This design comes from an exercise in tuning for small area, a short achievable clock period and few clock cycles on the open sky130 flow, not from production work.
Where RTL was checked, it was by simulation tests only, not by an equivalence proof against the original.

==> inputs of umber <==
==> flow/design.v <==
`timescale 1ns/1ps
package tl_bios_pkg;
    localparam int XLEN   = 32;          
    localparam int STRB_W = XLEN / 8;    
    localparam int SID_W  = 2;           
    localparam int ADDR_W = 32;
    localparam int BIOS_BYTES = 128;
    localparam int MEM_IDX_W  = $clog2(BIOS_BYTES);   
    localparam logic [8*BIOS_BYTES-1:0] BIOS_IMAGE = {
        256'h3cc3a55ace8a4602fdb97531e0ac6824df9b5713f0e1d2c3b4a5968778695a4b,
        256'h3c2d1e0f1032547698badcfeefcdab8967452301ffeeddccbbaa998877665544,
        256'h332211000a0d796461657220534f494200c3f2eb10cd0007bb0eb40974c008ac,
        256'haa5590feeb0012e87c40be10cd0003b8fcfb7c00bcc08ed88ec031f000e05bea
    };
    localparam logic [2:0] OP_GET      = 3'd4;
    localparam logic [2:0] OP_PUT_FULL = 3'd0;
    localparam logic [2:0] OP_ACK      = 3'd0;
    localparam logic [2:0] OP_ACK_DATA = 3'd1;
    localparam logic [2:0] SIZE_BYTE = 3'd0;
    localparam logic [2:0] SIZE_HALF = 3'd1;
    localparam logic [2:0] SIZE_WORD = 3'd2;
endpackage
`timescale 1ns/1ps
import tl_bios_pkg::*;
module tl_ul_bios (
    input  logic                              clk,
    input  logic                              reset,
    input  logic                              a_valid,
    output logic                              a_ready,
    input  logic [2:0]                        a_opcode,
    input  logic [2:0]                        a_size,
    input  logic [tl_bios_pkg::SID_W-1:0]     a_source,
    input  logic [tl_bios_pkg::ADDR_W-1:0]    a_address,
    input  logic [tl_bios_pkg::STRB_W-1:0]    a_mask,
    input  logic [tl_bios_pkg::XLEN-1:0]      a_data,
    output logic                              d_valid,
    input  logic                              d_ready,
    output logic [2:0]                        d_opcode,
    output logic [2:0]                        d_size,
    output logic [tl_bios_pkg::SID_W-1:0]     d_source,
    output logic [tl_bios_pkg::XLEN-1:0]      d_data,
    output logic                              d_denied
);
    localparam int WORDS = BIOS_BYTES / 4;
    typedef struct packed {
        logic [4:0]      idx;       
        logic [1:0]      lane;      
        logic [2:0]      size;      
        logic [1:0]      source;    
        logic            ack_data;  
        logic            denied;    
        logic [XLEN-1:0] wdata;     
    } req_t;
    logic        is_get, is_put;
    logic        bad_size, misaligned, past_end, bad_mask, deny;
    logic [3:0]  lanes;
    logic [1:0]  a_lane;
    req_t        a_req;
    assign a_lane = a_address[1:0];
    assign is_get = (a_opcode == OP_GET);
    assign is_put = (a_opcode == OP_PUT_FULL);
    assign bad_size = (a_size > SIZE_WORD);
    assign past_end = |a_address[ADDR_W-1:MEM_IDX_W];
    always_comb begin
        case (a_size)
            SIZE_HALF: misaligned = a_lane[0];
            SIZE_WORD: misaligned = |a_lane;
            default:   misaligned = 1'b0;
        endcase
    end
    always_comb begin
        case (a_size[1:0])
            2'd0:    lanes = 4'b0001 << a_lane;
            2'd1:    lanes = a_lane[1] ? 4'b1100 : 4'b0011;
            default: lanes = 4'b1111;
        endcase
    end
    assign bad_mask = is_put && (a_mask != lanes);
    assign deny     = (!is_get && !is_put) | bad_size | misaligned | past_end | bad_mask;
    always_comb begin
        a_req.idx      = a_address[MEM_IDX_W-1:2];
        a_req.lane     = a_lane;
        a_req.size     = a_size;
        a_req.source   = a_source;
        a_req.ack_data = !is_put;
        a_req.denied   = deny;
        a_req.wdata[7:0]   = a_data[7:0];
        a_req.wdata[15:8]  = a_lane[0] ? a_data[7:0] : a_data[15:8];
        a_req.wdata[23:16] = a_lane[1] ? a_data[7:0] : a_data[23:16];
        a_req.wdata[31:24] = a_lane[0] ? a_data[7:0] :
                             a_lane[1] ? a_data[15:8] : a_data[31:24];
    end
    req_t  s0, s1, s1_d;
    req_t  s1_n;                 
    logic  s1_n_rd;              
    logic [WORDS-1:0] sel_lo, sel_hi, sel_lo_d, sel_hi_d;
    logic [WORDS-1:0] wsel_n, wsel_n_d;
    logic  s1_new;       
    logic  s0_v, s1_v;
    logic  accept;
    logic  d_load;       
    logic  s1_free;      
    assign accept  = a_valid & a_ready;
    assign d_load  = ~d_valid | d_ready;
    assign s1_free = ~s1_v | d_load;
    always_ff @(posedge clk or posedge reset) begin
        if (reset) begin
            s0_v    <= 1'b0;
            s1_v    <= 1'b0;
            s1_new  <= 1'b0;
            a_ready <= 1'b0;
        end else begin
            s1_new <= s1_free & (s0_v | accept);
            if (s1_free) begin
                s1_v <= s0_v | accept;
            end
            if (s0_v) begin
                s0_v    <= ~s1_free;
                a_ready <= s1_free;
            end else begin
                s0_v    <= accept & ~s1_free;
                a_ready <= ~(accept & ~s1_free);
            end
        end
    end
    always_comb begin
        s1_d = s0_v ? s0 : a_req;
        s1_n = s1_free ? s1_d : s1;
        s1_n_rd = s1_n.ack_data & ~s1_n.denied;
        for (int w = 0; w < WORDS; w++) begin
            wsel_n_d[w] = ~((s1_d.idx == 5'(w)) | reset);
            sel_lo_d[w] = (s1_n.idx == 5'(w)) & s1_n_rd & (~s1_n.lane[1] | s1_n.size[1]);
            sel_hi_d[w] = (s1_n.idx == 5'(w)) & s1_n_rd & (s1_n.lane[1] | s1_n.size[1]);
        end
    end
    always_ff @(posedge clk) begin
        if (!s0_v) begin
            s0 <= a_req;
        end
        if (s1_free) begin
            s1 <= s1_d;
        end
    end
    always_ff @(posedge clk) begin
        wsel_n <= wsel_n_d;
        sel_lo <= sel_lo_d;
        sel_hi <= sel_hi_d;
    end
    logic [WORDS-1:0][XLEN-1:0] mem;
    logic             mload;             
    logic [3:0]       s0_lanes;
    logic [3:0]       wbe_now_n;         
    logic [XLEN-1:0]  wd_one, wd_zero;   
    logic [XLEN-1:0]  rword;
    always_ff @(posedge clk) begin
        mload <= reset;
    end
    assign wd_one  = s0.wdata | {XLEN{mload}};
    assign wd_zero = s0.wdata & ~{XLEN{mload}};
    always_comb begin
        case (s0.size[1:0])
            2'd0:    s0_lanes = 4'b0001 << s0.lane;
            2'd1:    s0_lanes = s0.lane[1] ? 4'b1100 : 4'b0011;
            default: s0_lanes = 4'b1111;
        endcase
    end
    assign wbe_now_n = ~((s0_lanes & {4{s1_new & ~s0.ack_data & ~s0.denied}}) | {4{mload}});
    for (genvar w = 0; w < WORDS; w++) begin : g_word
        for (genvar b = 0; b < STRB_W; b++) begin : g_byte
            logic we;
            assign we = ~(wsel_n[w] | wbe_now_n[b]);
            for (genvar i = 0; i < 8; i++) begin : g_bit
                localparam logic IMG = BIOS_IMAGE[32*w + 8*b + i];
                always_ff @(posedge clk) begin
                    if (we) begin
                        mem[w][8*b + i] <= IMG ? wd_one[8*b + i] : wd_zero[8*b + i];
                    end
                end
            end
        end
    end
    always_comb begin
        rword = '0;
        for (int w = 0; w < WORDS; w++) begin
            rword[15:0]  = rword[15:0]  | (mem[w][15:0]  & {16{sel_lo[w]}});
            rword[31:16] = rword[31:16] | (mem[w][31:16] & {16{sel_hi[w]}});
        end
    end
    logic [XLEN-1:0] rdata;
    always_comb begin
        rdata[7:0]   = s1.lane[0] ? (rword[15:8] | rword[31:24]) :
                                    (rword[7:0]  | (rword[23:16] & {8{~s1.size[1]}}));
        rdata[15:8]  = s1.size[1] ? rword[15:8] :
                       s1.size[0] ? (rword[15:8] | rword[31:24]) : 8'h00;
        rdata[31:16] = s1.size[1] ? rword[31:16] : 16'h0000;
    end
    assign d_opcode[2:1] = 2'b00;
    always_ff @(posedge clk or posedge reset) begin
        if (reset) begin
            d_valid <= 1'b0;
        end else if (d_load) begin
            d_valid <= s1_v;
        end
    end
    always_ff @(posedge clk or posedge reset) begin
        if (reset) begin
            d_opcode[0] <= 1'b0;
            d_size      <= '0;
            d_source    <= '0;
            d_denied    <= 1'b0;
            d_data      <= '0;
        end else if (d_load) begin
            d_opcode[0] <= s1.ack_data;
            d_size   <= s1.size;
            d_source <= s1.source;
            d_denied <= s1.denied;
            d_data   <= rdata;
        end
    end
endmodule
==> flow/flow/run.sh <==
#!/bin/bash
# Standard layout, except that sizing may swap a cell for one of another
# footprint and the port buffers are buf_2 instead of the smallest buffer.
set -euo pipefail
bash standard.sh synth > flow_synth.log 2>&1
bash standard.sh MATCH_CELL_FOOTPRINT=0 "BUFFER_PORTS_ARGS=-buffer_cell sky130_fd_sc_hd__buf_2" finish > flow_layout.log 2>&1
==> flow/standard.sh <==
#!/bin/bash
# synth_recipe.tcl (not shown) runs the flow's synth.tcl, then flattens the netlist and writes it again
# the make line also repeats each setting of config.mk as NAME=value (left out here)
make -C /OpenROAD-flow-scripts/flow DESIGN_CONFIG=/design/flow/config.mk WORK_HOME=/design/flow/orfs CLKGATE_MAP_FILE= SYNTH_SCRIPT=/design/flow/synth_recipe.tcl "${@:-finish}"
==> flow/config.mk <==
export PLATFORM = sky130hd
export DESIGN_NAME = tl_ul_bios
export DESIGN_NICKNAME = tl_ul_bios
export VERILOG_FILES = /design/flow/design.v
export SDC_FILE = /design/flow/constraint.sdc
export NUM_CORES = 4
export LEC_CHECK = 0
export CAP_MARGIN = 20
export CORE_MARGIN = 2
export CORE_UTILIZATION = 65
export CTS_CLUSTER_DIAMETER = 100
export CTS_CLUSTER_SIZE = 30
export SETUP_SLACK_MARGIN = 3.25
export SLEW_MARGIN = 20
==> flow/constraint.sdc <==
create_clock -name core_clock -period 5.5 [get_ports {clk}]
set_input_delay 1.1000 -clock core_clock [delete_from_list [all_inputs] [get_ports {clk}]]
set_output_delay 1.1000 -clock core_clock [all_outputs]
set_load 0.01 [all_outputs]
==> tundra (differences from umber) <==
==> flow/design.v, changed modules only <==
module tl_ul_bios (
    input  logic                              clk,
    input  logic                              reset,
    input  logic                              a_valid,
    output logic                              a_ready,
    input  logic [2:0]                        a_opcode,
    input  logic [2:0]                        a_size,
    input  logic [tl_bios_pkg::SID_W-1:0]     a_source,
    input  logic [tl_bios_pkg::ADDR_W-1:0]    a_address,
    input  logic [tl_bios_pkg::STRB_W-1:0]    a_mask,
    input  logic [tl_bios_pkg::XLEN-1:0]      a_data,
    output logic                              d_valid,
    input  logic                              d_ready,
    output logic [2:0]                        d_opcode,
    output logic [2:0]                        d_size,
    output logic [tl_bios_pkg::SID_W-1:0]     d_source,
    output logic [tl_bios_pkg::XLEN-1:0]      d_data,
    output logic                              d_denied
);
    localparam int WORDS = BIOS_BYTES / 4;
    typedef struct packed {
        logic [4:0]      idx;       
        logic [1:0]      lane;      
        logic [2:0]      size;      
        logic [1:0]      source;    
        logic            ack_data;  
        logic            denied;
        logic            rd;        
        logic            half;      
        logic            word;      
        logic [3:0]      wbe;       
        logic [XLEN-1:0] wdata;     
    } req_t;
    logic        is_get, is_put;
    logic        bad_size, misaligned, past_end, bad_mask, deny;
    logic [3:0]  lanes;
    logic [1:0]  a_lane;
    req_t        a_req;
    assign a_lane = a_address[1:0];
    assign is_get = (a_opcode == OP_GET);
    assign is_put = (a_opcode == OP_PUT_FULL);
    assign bad_size = (a_size > SIZE_WORD);
    assign past_end = |a_address[ADDR_W-1:MEM_IDX_W];
    always_comb begin
        case (a_size)
            SIZE_HALF: misaligned = a_lane[0];
            SIZE_WORD: misaligned = |a_lane;
            default:   misaligned = 1'b0;
        endcase
    end
    always_comb begin
        case (a_size[1:0])
            2'd0:    lanes = 4'b0001 << a_lane;
            2'd1:    lanes = a_lane[1] ? 4'b1100 : 4'b0011;
            default: lanes = 4'b1111;
        endcase
    end
    assign bad_mask = is_put && (a_mask != lanes);
    assign deny     = (!is_get && !is_put) | bad_size | misaligned | past_end | bad_mask;
    always_comb begin
        a_req.idx      = a_address[MEM_IDX_W-1:2];
        a_req.lane     = a_lane;
        a_req.size     = a_size;
        a_req.source   = a_source;
        a_req.ack_data = !is_put;
        a_req.denied   = deny;
        a_req.rd       = is_get && !deny;
        a_req.half     = (a_size[1:0] == 2'd1);
        a_req.word     = a_size[1];
        a_req.wbe      = (is_put && !deny) ? lanes : 4'b0000;
        a_req.wdata[7:0]   = a_data[7:0];
        a_req.wdata[15:8]  = a_lane[0] ? a_data[7:0] : a_data[15:8];
        a_req.wdata[23:16] = a_lane[1] ? a_data[7:0] : a_data[23:16];
        a_req.wdata[31:24] = a_lane[0] ? a_data[7:0] :
                             a_lane[1] ? a_data[15:8] : a_data[31:24];
    end
    req_t  s0, s1, s1_d;
    req_t  s1_n;                 
    logic [WORDS-1:0] sel_lo, sel_hi, sel_lo_d, sel_hi_d;
    logic [WORDS-1:0] wsel, wsel_d;
    logic  s1_new_d;
    logic  s0_v, s1_v;
    logic  accept;
    logic  d_load;       
    logic  s1_free;      
    assign accept  = a_valid & a_ready;
    assign d_load  = ~d_valid | d_ready;
    assign s1_free = ~s1_v | d_load;
    always_ff @(posedge clk or posedge reset) begin
        if (reset) begin
            s0_v    <= 1'b0;
            s1_v    <= 1'b0;
            a_ready <= 1'b0;
        end else begin
            if (s1_free) begin
                s1_v <= s0_v | accept;
            end
            if (s0_v) begin
                s0_v    <= ~s1_free;
                a_ready <= s1_free;
            end else begin
                s0_v    <= accept & ~s1_free;
                a_ready <= ~(accept & ~s1_free);
            end
        end
    end
    always_comb begin
        s1_d = s0_v ? s0 : a_req;
        s1_n = s1_free ? s1_d : s1;
        s1_new_d = s1_free & (s0_v | accept);
        for (int w = 0; w < WORDS; w++) begin
            wsel_d[w]   = (s1_d.idx == 5'(w)) & s1_new_d & (|s1_d.wbe);
            sel_lo_d[w] = (s1_n.idx == 5'(w)) & s1_n.rd & (~s1_n.lane[1] | s1_n.word);
            sel_hi_d[w] = (s1_n.idx == 5'(w)) & s1_n.rd & (s1_n.lane[1] | s1_n.word);
        end
    end
    always_ff @(posedge clk) begin
        if (!s0_v) begin
            s0 <= a_req;
        end
        if (s1_free) begin
            s1 <= s1_d;
        end
    end
    always_ff @(posedge clk) begin
        wsel   <= wsel_d;
        sel_lo <= sel_lo_d;
        sel_hi <= sel_hi_d;
    end
    logic [WORDS-1:0][XLEN-1:0] mem;
    logic             mload;             
    logic [XLEN-1:0]  wd_one, wd_zero;   
    logic [XLEN-1:0]  rword;
    always_ff @(posedge clk) begin
        mload <= reset;
    end
    assign wd_one  = s1.wdata | {XLEN{mload}};
    assign wd_zero = s1.wdata & ~{XLEN{mload}};
    for (genvar w = 0; w < WORDS; w++) begin : g_word
        for (genvar b = 0; b < STRB_W; b++) begin : g_byte
            logic we;
            assign we = mload | (wsel[w] & s1.wbe[b]);
            for (genvar i = 0; i < 8; i++) begin : g_bit
                localparam logic IMG = BIOS_IMAGE[32*w + 8*b + i];
                always_ff @(posedge clk) begin
                    if (we) begin
                        mem[w][8*b + i] <= IMG ? wd_one[8*b + i] : wd_zero[8*b + i];
                    end
                end
            end
        end
    end
    always_comb begin
        rword = '0;
        for (int w = 0; w < WORDS; w++) begin
            rword[15:0]  = rword[15:0]  | (mem[w][15:0]  & {16{sel_lo[w]}});
            rword[31:16] = rword[31:16] | (mem[w][31:16] & {16{sel_hi[w]}});
        end
    end
    logic [XLEN-1:0] rdata;
    always_comb begin
        rdata[7:0]   = s1.lane[0] ? (rword[15:8] | rword[31:24]) :
                                    (rword[7:0]  | (rword[23:16] & {8{~s1.word}}));
        rdata[15:8]  = s1.word ? rword[15:8] :
                       s1.half ? (rword[15:8] | rword[31:24]) : 8'h00;
        rdata[31:16] = s1.word ? rword[31:16] : 16'h0000;
    end
    assign d_opcode[2:1] = 2'b00;
    always_ff @(posedge clk or posedge reset) begin
        if (reset) begin
            d_valid <= 1'b0;
        end else if (d_load) begin
            d_valid <= s1_v;
        end
    end
    always_ff @(posedge clk or posedge reset) begin
        if (reset) begin
            d_opcode[0] <= 1'b0;
            d_size      <= '0;
            d_source    <= '0;
            d_denied    <= 1'b0;
            d_data      <= '0;
        end else if (d_load) begin
            d_opcode[0] <= s1.ack_data;
            d_size   <= s1.size;
            d_source <= s1.source;
            d_denied <= s1.denied;
            d_data   <= rdata;
        end
    end
endmodule
==> flow/run.sh (new file) <==
#!/bin/bash
# synth_recipe.tcl (not shown) runs the flow's synth.tcl, then flattens the netlist and writes it again
# the make line also repeats each setting of config.mk as NAME=value (left out here)
make -C /OpenROAD-flow-scripts/flow DESIGN_CONFIG=/design/flow/config.mk WORK_HOME=/design/flow/orfs CLKGATE_MAP_FILE= SYNTH_SCRIPT=/design/flow/synth_recipe.tcl finish
Settings changed: CORE_UTILIZATION 65 to 60, SETUP_SLACK_MARGIN 3.25 to 3.1.
removed: flow/flow/run.sh
removed: flow/standard.sh
==> sierra (differences from umber) <==
==> flow/design.v, changed modules only <==
module tl_ul_bios (
    input  logic                              clk,
    input  logic                              reset,
    input  logic                              a_valid,
    output logic                              a_ready,
    input  logic [2:0]                        a_opcode,
    input  logic [2:0]                        a_size,
    input  logic [tl_bios_pkg::SID_W-1:0]     a_source,
    input  logic [tl_bios_pkg::ADDR_W-1:0]    a_address,
    input  logic [tl_bios_pkg::STRB_W-1:0]    a_mask,
    input  logic [tl_bios_pkg::XLEN-1:0]      a_data,
    output logic                              d_valid,
    input  logic                              d_ready,
    output logic [2:0]                        d_opcode,
    output logic [2:0]                        d_size,
    output logic [tl_bios_pkg::SID_W-1:0]     d_source,
    output logic [tl_bios_pkg::XLEN-1:0]      d_data,
    output logic                              d_denied
);
    localparam int WORDS = BIOS_BYTES / 4;
    typedef struct packed {
        logic [4:0]      idx;       
        logic [1:0]      lane;      
        logic [2:0]      size;      
        logic [1:0]      source;    
        logic            ack_data;  
        logic            denied;
        logic            rd;        
        logic            half;      
        logic            word;      
        logic [3:0]      wbe;       
        logic [XLEN-1:0] wdata;     
    } req_t;
    logic        is_get, is_put;
    logic        bad_size, misaligned, past_end, bad_mask, deny;
    logic [3:0]  lanes;
    logic [1:0]  a_lane;
    req_t        a_req;
    assign a_lane = a_address[1:0];
    assign is_get = (a_opcode == OP_GET);
    assign is_put = (a_opcode == OP_PUT_FULL);
    assign bad_size = (a_size > SIZE_WORD);
    assign past_end = |a_address[ADDR_W-1:MEM_IDX_W];
    always_comb begin
        case (a_size)
            SIZE_HALF: misaligned = a_lane[0];
            SIZE_WORD: misaligned = |a_lane;
            default:   misaligned = 1'b0;
        endcase
    end
    always_comb begin
        case (a_size[1:0])
            2'd0:    lanes = 4'b0001 << a_lane;
            2'd1:    lanes = a_lane[1] ? 4'b1100 : 4'b0011;
            default: lanes = 4'b1111;
        endcase
    end
    assign bad_mask = is_put && (a_mask != lanes);
    assign deny     = (!is_get && !is_put) | bad_size | misaligned | past_end | bad_mask;
    always_comb begin
        a_req.idx      = a_address[MEM_IDX_W-1:2];
        a_req.lane     = a_lane;
        a_req.size     = a_size;
        a_req.source   = a_source;
        a_req.ack_data = !is_put;
        a_req.denied   = deny;
        a_req.rd       = is_get && !deny;
        a_req.half     = |a_size[1:0];
        a_req.word     = a_size[1];
        a_req.wbe      = (is_put && !deny) ? lanes : 4'b0000;
        a_req.wdata[7:0]   = a_data[7:0];
        a_req.wdata[15:8]  = a_lane[0] ? a_data[7:0] : a_data[15:8];
        a_req.wdata[23:16] = a_lane[1] ? a_data[7:0] : a_data[23:16];
        a_req.wdata[31:24] = a_lane[0] ? a_data[7:0] :
                             a_lane[1] ? a_data[15:8] : a_data[31:24];
    end
    req_t  s0, s1;
    logic  s0_v, s1_v;
    logic  s1_new;       
    logic  accept;
    logic  d_load;       
    logic  s1_free;      
    assign accept  = a_valid & a_ready;
    assign d_load  = ~d_valid | d_ready;
    assign s1_free = ~s1_v | d_load;
    always_ff @(posedge clk or posedge reset) begin
        if (reset) begin
            s0_v    <= 1'b0;
            s1_v    <= 1'b0;
            s1_new  <= 1'b0;
            a_ready <= 1'b0;
        end else begin
            if (s1_free) begin
                s1_v   <= s0_v | accept;
                s1_new <= s0_v | accept;
            end else begin
                s1_new <= 1'b0;
            end
            if (s0_v) begin
                s0_v    <= ~s1_free;
                a_ready <= s1_free;
            end else begin
                s0_v    <= accept & ~s1_free;
                a_ready <= ~(accept & ~s1_free);
            end
        end
    end
    always_ff @(posedge clk) begin
        if (!s0_v) begin
            s0 <= a_req;
        end
        if (s1_free) begin
            s1 <= s0_v ? s0 : a_req;
        end
    end
    logic [WORDS-1:0][XLEN-1:0] mem;
    logic [WORDS-1:0] sel;
    logic [XLEN-1:0]  wd_one, wd_zero;   
    logic [XLEN-1:0]  rword;
    assign wd_one  = s1.wdata | {XLEN{reset}};
    assign wd_zero = s1.wdata & ~{XLEN{reset}};
    for (genvar w = 0; w < WORDS; w++) begin : g_word
        assign sel[w] = (s1.idx == 5'(w));
        for (genvar b = 0; b < STRB_W; b++) begin : g_byte
            logic we;
            assign we = reset | (s1_new & sel[w] & s1.wbe[b]);
            for (genvar i = 0; i < 8; i++) begin : g_bit
                localparam logic IMG = BIOS_IMAGE[32*w + 8*b + i];
                always_ff @(posedge clk) begin
                    if (we) begin
                        mem[w][8*b + i] <= IMG ? wd_one[8*b + i] : wd_zero[8*b + i];
                    end
                end
            end
        end
    end
    always_comb begin
        rword = '0;
        for (int w = 0; w < WORDS; w++) begin
            rword = rword | (mem[w] & {XLEN{sel[w] & s1.rd}});
        end
    end
    logic [XLEN-1:0] rdata;
    always_comb begin
        case (s1.lane)
            2'd0:    rdata[7:0] = rword[7:0];
            2'd1:    rdata[7:0] = rword[15:8];
            2'd2:    rdata[7:0] = rword[23:16];
            default: rdata[7:0] = rword[31:24];
        endcase
        rdata[15:8]  = !s1.half ? 8'h00 : s1.lane[1] ? rword[31:24] : rword[15:8];
        rdata[31:16] = s1.word ? rword[31:16] : 16'h0000;
    end
    assign d_opcode[2:1] = 2'b00;
    always_ff @(posedge clk or posedge reset) begin
        if (reset) begin
            d_valid <= 1'b0;
        end else if (d_load) begin
            d_valid <= s1_v;
        end
    end
    always_ff @(posedge clk) begin
        if (d_load) begin
            d_opcode[0] <= s1.ack_data;
            d_size   <= s1.size;
            d_source <= s1.source;
            d_denied <= s1.denied;
            d_data   <= rdata;
        end
    end
endmodule
==> flow/run.sh (new file) <==
#!/bin/bash
# synth_recipe.tcl (not shown) runs the flow's synth.tcl, then flattens the netlist and writes it again
# the make line also repeats each setting of config.mk as NAME=value (left out here)
make -C /OpenROAD-flow-scripts/flow DESIGN_CONFIG=/design/flow/config.mk WORK_HOME=/design/flow/orfs CLKGATE_MAP_FILE= SYNTH_SCRIPT=/design/flow/synth_recipe.tcl finish
Settings changed: CORE_UTILIZATION 65 to 40, CTS_CLUSTER_DIAMETER 100 to unset, CTS_CLUSTER_SIZE 30 to unset, SETUP_SLACK_MARGIN 3.25 to unset.
removed: flow/flow/run.sh
removed: flow/standard.sh
==> flow_summary.yaml <==
worst_setup_path:
  r2r-start: "mload$_DFF_P_"
  path_delay_family: "flip-flops"
final_layout:
  areaGrowthSynthToFinish_pct: 10.7
  nNetsFinal: 2914
  drive_gt1_share_pct: 20.6
  multi_input_area_um2: 8890
route:
  initialDrtViolationCount: 4942
  vias: 27900
placement:
  post_dp_cell_area_um2: 46400
sta:
  finalClockSkew_ns: 0.0348
  post-route-period-util_pct: 44.0
  fmax_mhz: 413
floorplanning:
  die_h_um: 265
  core_region_area_um2: 67200
power_and_ir_drop:
  seq_power_uw: 11100
global_route:
  use_met3_pct: 13.6
run_status:
  status: "complete, no violations"
yosys:
  synth_xor_area_share_pct: 0
  ys_types: 64
Source of the figures above: umber

==> flow_summary.yaml <==
sta:
  finalClockSkew_ns: 0.0393
  fmax_mhz: 214
yosys:
  synth_xor_area_share_pct: 0.0763
  ys_types: 89
  ys_ff_latch: 1174
final_layout:
  areaGrowthSynthToFinish_pct: 14.5
  drive_gt1_share_pct: 13.6
  multi_input_area_um2: 10300
  nNetsFinal: 3172
worst_setup_path:
  path_delay_family: "simple AND/OR/NAND/NOR gates"
  r2r-start: "s1[48]$_DFFE_PN_"
power_and_ir_drop:
  seq_power_uw: 11200
floorplanning:
  core_region_area_um2: 114000
  die_h_um: 343
route:
  initialDrtViolationCount: 5235
  vias: 29700
run_status:
  status: "complete, no violations"
Source of the figures above: sierra

==> flow_summary.yaml <==
final_layout:
  nNetsFinal: 2976
  multi_input_area_um2: 9550
sta:
  finalClockSkew_ns: 0.0139
  post-route-period-util_pct: 44.2
yosys:
  ys_types: 55
  synth_xor_area_share_pct: 0
placement:
  post_dp_cell_area_um2: 48400
run_status:
  status: "complete, no violations"
global_route:
  use_met3_pct: 12.6
worst_setup_path:
  path_delay_family: "compound AO/OA/AOI/OAI gates"
floorplanning:
  core_region_area_um2: 75800
Source of the figures above: tundra

Testbench counts of umber, summed over its fixed seeds: cycles 16,024.
Testbench counts of sierra, summed over its fixed seeds: cycles 16,024.
The RTL of tundra was laid out without a check of its function.

==> port drivers added, routing unchanged <==
The results above use ideal ports. As a check the final layouts listed here were re-extracted and re-timed, cells and wires unchanged.
Step 1, drivers: a clkbuf_16 drives clk and a buf_2 each remaining input, both assumed.
Step 2 adds t to the input delays and takes it off the output delays; t is the mean of the earliest and latest rising clock arrival at the registers after step 1. Input paths then give back, and output paths get back, about the clock's delay inside the block.
Slacks: ideal ports / drivers / drivers and shift; pairs: ideal ports / drivers.
run | shift t [ns] | setup WS [ns] | slew at the worst register clock pin (ns)
umber | 0.722 | 3.079 / 3.011 / 2.615 | 0.12 / 0.12
tundra | 0.716 | 3.070 / 3.026 / 2.424 | 0.12 / 0.12
sierra | 0.778 | 0.834 / 0.834 / 0.834 | 0.07 / 0.07
After both steps every run listed still meets setup and hold. The setup slack of tundra, which loses most, moves by -0.044 ns with the drivers and by -0.646 ns with both steps.
